Context: an optimization exercise on an open-source flow, tuned for small area. The choices shown serve that exercise and are no tape-out recipe. Only simulation tests tie the RTL to the original design; equivalence was not proved. Power is estimated from default activity; no workload was simulated.

== v24 ==
## cciChannel
module cciChannel #(
	parameter int WordLinesPerBlock = 8192
) (
	input logic clk,
	input logic reset,
	input logic inValid,
	input logic [ccPkg::CellCount*ccPkg::WordWidth-1:0] inWords,
	output logic inCredit,
	output logic outValid,
	output logic [ccPkg::CellCount*ccPkg::VoltWidth-1:0] outVth,
	input logic outCredit
);
For scale: roughly 5700 cells after synthesis, roughly 770 I/O pins.
==> flow/config.mk <==
export PLATFORM = sky130hd
export DESIGN_NAME = cciChannel
export DESIGN_NICKNAME = cciChannel
export VERILOG_FILES = /design/flow/design.v
export SDC_FILE = /design/flow/constraint.sdc
export NUM_CORES = 4
export LEC_CHECK = 0
export ABC_CLOCK_PERIOD_IN_PS = 10000
export CAP_MARGIN = 20
export CORE_MARGIN = 2
export CORE_UTILIZATION = 55
export GPL_TIMING_DRIVEN = 0
export PLACE_DENSITY = 0.7
export SLEW_MARGIN = 20
export SYNTH_HIERARCHICAL = 1
export SYNTH_MINIMUM_KEEP_SIZE = 0
==> flow/constraint.sdc <==
create_clock -name core_clock -period 10.0 [get_ports {clk}]
set_input_delay 2.0000 -clock core_clock [delete_from_list [all_inputs] [get_ports {clk}]]
set_output_delay 2.0000 -clock core_clock [all_outputs]
set_load 0.01 [all_outputs]
standard.sh (not shown) runs the stock make flow with config.mk's settings and CLKGATE_MAP_FILE= SYNTH_SCRIPT=/design/flow/synth_recipe.tcl, a recipe that flattens the netlist after the stock synthesis.
==> flow/flow/run.sh <==
#!/bin/bash
# Layout flow: the standard flow (standard.sh) with
#  - the port buffers the standard flow inserts made from the smallest
#    buffer cell (every input and output port still gets its own buffer);
#  - clock tree synthesis without dummy loads;
#  - the buffers synthesis put in taken out at floorplan (repair adds back
#    what the nets need).
# make's full output goes to standard_flow.log here; ORFS keeps each
# step's log under orfs/logs.
set -uo pipefail
export BUFFER_PORTS_ARGS="-buffer_cell sky130_fd_sc_hd__buf_1"
export REMOVE_ABC_BUFFERS=1
export CTS_ARGS="-sink_clustering_enable -repair_clock_nets -dont_use_dummy_load -buf_list sky130_fd_sc_hd__clkbuf_16 -sink_clustering_size 24 -sink_clustering_max_diameter 120"
bash standard.sh > standard_flow.log 2>&1
exit $?
In summary, v24 completed successfully, with a layout that passed the timing, DRC and antenna checks.
### v24 -> v44
==> flow/run.sh (new file) <==
#!/bin/bash
# synth_recipe.tcl (not shown) runs the flow's synth.tcl, then flattens the netlist and writes it again
# the make line also repeats each setting of config.mk as NAME=value (left out here)
make -C /OpenROAD-flow-scripts/flow DESIGN_CONFIG=/design/flow/config.mk WORK_HOME=/design/flow/orfs CLKGATE_MAP_FILE= SYNTH_SCRIPT=/design/flow/synth_recipe.tcl finish
-- flow/config.mk --
<<< v24, line 9
export CAP_MARGIN = 20
export CORE_MARGIN = 2
export CORE_UTILIZATION = 55
export GPL_TIMING_DRIVEN = 0
export PLACE_DENSITY = 0.7
export SLEW_MARGIN = 20
export SYNTH_HIERARCHICAL = 1
>>> v44, line 9
export CAP_MARGIN = 20
export CORE_MARGIN = 2
export CORE_UTILIZATION = 40
export PLACE_DENSITY = 0.6
export SLEW_MARGIN = 20
export SYNTH_HIERARCHICAL = 1
removed: flow/flow/run.sh
removed: flow/standard.sh
==> run summary <==
- On minimum hold slack, v44 tracks v24 almost exactly.
- Between v44 and v24, setup slack is higher for v24, v44 comes in under that.
- Changes observed in v44 relative to v24: cell count went up by 16%; register-to-register setup slack grew by 0.18 ns; filler cell count in the final layout now sits higher; clock buffer count from CTS picked up an extra 69; clock skew after layout now smaller.
- Between v24 and v44, final area increased.
[inputs] v26 vs v44
==> flow/flow/run.sh (new file) <==
#!/bin/bash
# Layout flow: the standard flow (standard.sh) with
#  - the port buffers the standard flow inserts made from the smallest
#    buffer cell (every input and output port still gets its own buffer);
#  - clock tree synthesis without dummy loads.
# make's full output goes to standard_flow.log here; ORFS keeps each
# step's log under orfs/logs.
set -uo pipefail
export BUFFER_PORTS_ARGS="-buffer_cell sky130_fd_sc_hd__buf_1"
export CTS_ARGS="-sink_clustering_enable -repair_clock_nets -dont_use_dummy_load -buf_list sky130_fd_sc_hd__clkbuf_16 -sink_clustering_size 20 -sink_clustering_max_diameter 120"
bash standard.sh > standard_flow.log 2>&1
exit $?
==> flow/standard.sh (new file) <==
#!/bin/bash
# synth_recipe.tcl (not shown) runs the flow's synth.tcl, then flattens the netlist and writes it again
# the make line also repeats each setting of config.mk as NAME=value (left out here)
make -C /OpenROAD-flow-scripts/flow DESIGN_CONFIG=/design/flow/config.mk WORK_HOME=/design/flow/orfs CLKGATE_MAP_FILE= SYNTH_SCRIPT=/design/flow/synth_recipe.tcl "${@:-finish}"
-- flow/config.mk --
<<< v44, line 10
export CORE_MARGIN = 2
export CORE_UTILIZATION = 40
export PLACE_DENSITY = 0.6
export SLEW_MARGIN = 20
>>> v26, line 10
export CORE_MARGIN = 2
export CORE_UTILIZATION = 40
export GPL_TIMING_DRIVEN = 0
export PLACE_DENSITY = 0.6
export SLEW_MARGIN = 20
removed: flow/run.sh
Results
[compare] base=v44 new=v26: met2 global-route usage shows a reduction of 2.4 points, met1 global-route usage moved down, total iterations of the first detailed-routing run shows an increase of 3, share of the final layout cell area in multi-input gates now larger, clock network power share went down. Going from v44 to v26, global placer's final weighted congestion now sits higher, clock buffer and inverter area fraction after layout lower, clock insertion delay at the later pin of the skew report has decreased. Number of vias in the routed layout (higher): v44. Relative to v44, critical path depth has decreased by about 3% in v26.
## Diff of input files: v51 against v26
==> flow/flow/run.sh <==
#!/bin/bash
# Layout flow: the standard flow (standard.sh) with
#  - the port buffers the standard flow inserts made from the smallest
#    buffer cell (every input and output port still gets its own buffer);
#  - clock tree synthesis without dummy loads;
#  - the buffers synthesis put in taken out at floorplan (repair adds back
#    what the nets need).
# make's full output goes to standard_flow.log here; ORFS keeps each
# step's log under orfs/logs.
set -uo pipefail
export BUFFER_PORTS_ARGS="-buffer_cell sky130_fd_sc_hd__buf_1"
export REMOVE_ABC_BUFFERS=1
export CTS_ARGS="-sink_clustering_enable -repair_clock_nets -dont_use_dummy_load -buf_list sky130_fd_sc_hd__clkbuf_16 -sink_clustering_size 20 -sink_clustering_max_diameter 120"
bash standard.sh > standard_flow.log 2>&1
exit $?
-- flow/config.mk --
<<< v26, line 9
export CAP_MARGIN = 20
export CORE_MARGIN = 2
export CORE_UTILIZATION = 40
export GPL_TIMING_DRIVEN = 0
export PLACE_DENSITY = 0.6
export SLEW_MARGIN = 20
export SYNTH_HIERARCHICAL = 1
>>> v51, line 9
export CAP_MARGIN = 20
export CORE_MARGIN = 2
export CORE_UTILIZATION = 70
export GPL_TIMING_DRIVEN = 0
export PLACE_DENSITY = 0.85
export SLEW_MARGIN = 20
export SYNTH_HIERARCHICAL = 1
--- outcome ---
[compare] base=v26 new=v51: number of antenna cells inserted went up by 39, design area went down by 2.2%. Compared with v26, in v51 flip-flop and latch share of the layout cell area moved up; layout cell share with drive strength beyond 1 went down by 1.3 points. The higher part of the power in the clock network came out of v26. v51 vs v26 — wire length of the first global-routing pass dropped by a little under 10%. The area taken by flip-flops and latches was comparable across v51 and v26.
#### Input delta (v43 over v51)
==> flow/run.sh (new file) <==
#!/bin/bash
# synth_recipe.tcl (not shown) runs the flow's synth.tcl, then flattens the netlist and writes it again
# the make line also repeats each setting of config.mk as NAME=value (left out here)
make -C /OpenROAD-flow-scripts/flow DESIGN_CONFIG=/design/flow/config.mk WORK_HOME=/design/flow/orfs CLKGATE_MAP_FILE= SYNTH_SCRIPT=/design/flow/synth_recipe.tcl finish
-- flow/config.mk --
<<< v51, line 9
export CAP_MARGIN = 20
export CORE_MARGIN = 2
export CORE_UTILIZATION = 70
export GPL_TIMING_DRIVEN = 0
export PLACE_DENSITY = 0.85
export SLEW_MARGIN = 20
export SYNTH_HIERARCHICAL = 1
>>> v43, line 9
export CAP_MARGIN = 20
export CORE_MARGIN = 2
export CORE_UTILIZATION = 40
export GPL_TIMING_DRIVEN = 0
export PLACE_DENSITY = 0.6
export SLEW_MARGIN = 20
export SYNTH_HIERARCHICAL = 1
removed: flow/flow/run.sh
removed: flow/standard.sh
--- outcome ---
v51 ended up with entry0N[16]$_DFFE_PP_ as its critical path capture point; v43 ended up with entry2N[211]$_DFFE_PP_.
v51 -> v43: total instance count after detailed placement increased by more than 10%
Non-clock buffer count, v43 vs v51: up by a little under 10%
Between v43 and v51, it is v43 whose minimum clock period is higher, by 0.088 ns.
Compared with v51, v43 shows a higher fraction of area in non-clock buffers.
Going from v51 to v43, maximum ir drop on the vdd rail has decreased, source-to-sink clock delay at the later pin of the worst-skew pair now larger, full die area +80000 µm², final wirelength climbed 15%, power density normalized to cell area now sits lower.
Compared with v51, v43 shows post-synthesis to final-layout area growth higher by 13 points.

[what the ideal ports hide]
The results above use ideal ports. As a check the final layouts listed here were re-extracted and re-timed, cells and wires unchanged. Step 1 sets driving cells, clkbuf_16 on the clock port and buf_2 on the other inputs (assumed; they add their load-dependent delay and slew). Step 2 times the ports against the registers' clock, not the clock port: input delays grow and output delays shrink by t, the midpoint of the rising clock arrivals with the driver on. Slacks: ideal / step 1 / step 2; pairs: ideal / step 1.
run | t, ns | setup WS [ns] | worst slew at a driven data input, ns
v24 | 0.750 | 0.360 / 0.406 / -0.343 | 0.21
v44 | 0.863 | 0.355 / 0.414 / -0.448 | 0.21
v26 | 0.801 | 0.280 / 0.336 / -0.466 | 0.17
v51 | 0.768 | 0.348 / 0.365 / -0.404 | 0.17
v43 | 0.863 | 0.260 / 0.318 / -0.545 | 0.18
With both steps, setup timing fails in every run listed, where it was met with ideal ports. For v43, which loses most, drivers alone change the setup slack by +0.058 ns; drivers and shift together by -0.805 ns.
